From an optimization exercise on the open Yosys and OpenROAD flow, aimed at small area, a short achievable clock period and few clock cycles per item; shortcuts taken in it are not production practice.
Only simulation tests tie the RTL to the original design; equivalence was not proved.
Power and IR drop assume default switching activity.

==> run a <==
// goertzel_multi
module goertzel_multi #(
  parameter int NUM_BINS     = 4,
  parameter int LOG2_SAMPLES = 9,
  parameter int D_W          = 16,
  parameter int S_W          = 8,
  parameter int FRAC         = 14
) (
  input  logic                    dsp_clk,
  input  logic                    rst_n,
  input  logic                    start,
  input  logic                    coef_wr,
  input  logic [2:0]              coef_idx,
  input  logic [D_W-1:0]          coef_val,
  output logic [LOG2_SAMPLES-1:0] sample_address,
  input  logic [S_W-1:0]          sample_data_in,
  output logic                    busy,
  output logic                    mag_valid,
  input  logic                    mag_ready,
  output logic [2:0]              mag_bin,
  output logic [D_W-1:0]          mag_data,
  output logic                    frame_done
);
Settings: LEC_CHECK=0, ABC_AREA=1, CAP_MARGIN=20, CORE_MARGIN=2, CORE_UTILIZATION=40, SLEW_MARGIN=20; clock period 13.0 ns.
standard.sh (not shown) runs the stock make flow with config.mk's settings and CLKGATE_MAP_FILE= SYNTH_SCRIPT=/design/flow/synth_recipe.tcl, a recipe that flattens the netlist after the stock synthesis.
==> flow/flow/run.sh <==
#!/bin/bash
# The standard layout (standard.sh: the standard flow's synthesis and ORFS flow), with two changes to how
# the layout is made: the port buffers are buf_4 cells instead of the delay-type buffer the
# default choice picks, and timing repair aims 9 ns above the 13 ns constraint so that it also
# works on paths that already meet it. make's full output goes to standard_make.log here.
set -euo pipefail
bash standard.sh "BUFFER_PORTS_ARGS=-buffer_cell sky130_fd_sc_hd__buf_4" SETUP_SLACK_MARGIN=9 finish > standard_make.log 2>&1
==> inputs of run b, as changes to run a <==
--- a/flow/design.v
+++ b/flow/design.v
@@ -3413,19 +3413,15 @@
   wire        use_r1 = (ph == sbin[1]);
   wire [15:0] src0 = use_r1 ? r1_0[15:0] : r2_0[15:0];
   wire [15:0] src1 = use_r1 ? r1_1[15:0] : r2_1[15:0];
   wire [15:0] src  = sbin[0] ? src1 : src0;
   always_ff @(posedge dsp_clk) ph <= (!busy_q) ? 1'b1 : ~ph;
-  logic [3:0]  cw_q;
-  logic [15:0] cv_q;
   wire cw_ok = rst_n & coef_wr & ~busy_q & ~coef_idx[2];
   always_ff @(posedge dsp_clk) begin
     rst_q <= ~rst_n;
-    cv_q  <= coef_val;
     for (int i = 0; i < 4; i++) begin
-      cw_q[i] <= cw_ok && (coef_idx[1:0] == 2'(i));
-      if (cw_q[i]) cf[i] <= cv_q;
+      if (cw_ok && coef_idx[1:0] == 2'(i)) cf[i] <= coef_val;
       else if (rst_q) cf[i] <= '0;
     end
   end
   always_ff @(posedge dsp_clk) begin
     x_q <= sample_data_in;
--- a/flow/config.mk
+++ b/flow/config.mk
@@ -6,7 +6,7 @@
 export NUM_CORES = 4
 export LEC_CHECK = 0
 export ABC_AREA = 1
 export CAP_MARGIN = 20
 export CORE_MARGIN = 2
-export CORE_UTILIZATION = 40
+export CORE_UTILIZATION = 60
 export SLEW_MARGIN = 20
==> inputs of run c, as changes to run a <==
--- a/flow/design.v
+++ b/flow/design.v
@@ -3406,17 +3406,14 @@
              (r2_1 & {18{r1k_1}});
     q1_1 <= ({r2_1[17], r2_1} & {19{q1r_1}}) | (out_1[18:0] & {19{q1w_1}}) |
              (q2_1 & {19{q1k_1}});
   end
   wire can_ld  = (~ovalid | mag_ready) & ~obin[2] & (obin[1] ? rdy_b : rdy_a);
-  logic       ph;            
-  wire  [1:0] sbin   = (can_ld & busy_q) ? obin[1:0] : mbin;
-  wire        use_r1 = (ph == sbin[1]);
+  wire use_r1  = (kodd == obin[1]);
   wire [15:0] src0 = use_r1 ? r1_0[15:0] : r2_0[15:0];
   wire [15:0] src1 = use_r1 ? r1_1[15:0] : r2_1[15:0];
-  wire [15:0] src  = sbin[0] ? src1 : src0;
-  always_ff @(posedge dsp_clk) ph <= (!busy_q) ? 1'b1 : ~ph;
+  wire [15:0] src  = obin[0] ? src1 : src0;
   logic [3:0]  cw_q;
   logic [15:0] cv_q;
   wire cw_ok = rst_n & coef_wr & ~busy_q & ~coef_idx[2];
   always_ff @(posedge dsp_clk) begin
     rst_q <= ~rst_n;
@@ -3448,18 +3445,17 @@
         busy_q <= 1'b0;
       end
       if (can_ld && busy_q) begin
         ovalid <= 1'b1;
         mbin   <= obin[1:0];
+        mdata  <= src;
         obin   <= obin + 3'd1;
       end else if (accept) begin
         ovalid <= 1'b0;
       end
     end
   end
-  wire ld = can_ld & busy_q;
-  always_ff @(posedge dsp_clk) mdata <= src;
   assign sample_address = k[9:1];
   assign busy           = busy_q;
   assign mag_valid      = ovalid;
   assign mag_bin        = {1'b0, mbin};
   assign mag_data       = mdata;
==> summary.txt <==
Top metal layer carrying routed signals: run b met5; run c met4; run a met5
Number of setup buffers added after CTS: run b 9; run c 1; run a 7
Sequential cell area: run b 11700 µm²; run c 12300 µm²; run a 12100 µm²
Worst-margin pin slew: run b 1.14 ns; run c 1.03 ns; run a 1.06 ns
Distinct cell type count of the synthesized netlist: run b 63; run c 59; run a 62
Met3 capacity usage during global routing: run b 0.0770; run c 0.0409; run a 0.0347
Sink Count: run b 523; run c 542; run a 543
Number of buffers created by CTS: run b 57; run c 59; run a 58
Clk power: run b 1770 µW; run c 1830 µW; run a 1690 µW
Top-area cell type share of the netlist area: run b 0.231; run c 0.228; run a 0.237
Count of buffers not belonging to the clock network in the layout: run b 106; run c 100; run a 97
Status: run b finished clean; run c finished clean; run a finished clean
Layout Cells excl Fill: run b 4704; run c 5177; run a 5187
Sequential cell count: run b 523; run c 542; run a 543
Largest net degree at the start of global routing: run b 50; run c 43; run a 50
Non-clk invs: run b 642; run c 692; run a 701
Testbench counts of run a, summed over its fixed seeds: cycles 24,912, frames 24.
Testbench counts of run b, summed over its fixed seeds: cycles 24,912, frames 24.
Testbench counts of run c, summed over its fixed seeds: cycles 24,912, frames 24.

## re-timing with driven ports
How much do the figures lean on ideal ports? The routed layouts below were timed once more, with nothing changed but the port constraints.
Step 1 assumes that a clkbuf_16 drives the clock port and a buf_2 every other input.
Step 2 moves the port delays by t, midway between the first and last clock arrival at a register: inputs arrive t later, outputs are due t later. That takes back most of the time a late clock gives input paths.
Slacks: ideal ports / drivers / drivers and shift; pairs: ideal ports / drivers.
| run | t, ns | setup slack, ns | hold slack, ns | latest minus earliest clock arrival (ns) | worst slew at a driven data input, ns |
|---|---|---|---|---|---|
| run a | 0.715 | 9.074 / 9.025 / 8.547 | 0.357 / 0.357 / 0.357 | 0.036 / 0.036 | 0.09 |
| run b | 0.707 | 9.085 / 9.022 / 8.495 | 0.360 / 0.360 / 0.360 | 0.035 / 0.034 | 0.04 |
| run c | 0.704 | 8.992 / 8.925 / 8.879 | 0.362 / 0.362 / 0.362 | 0.026 / 0.025 | 0.06 |
After both steps setup and hold are still met in every run listed. The setup slack of run b, which loses most, moves by -0.063 ns with the drivers and by -0.590 ns with both steps.
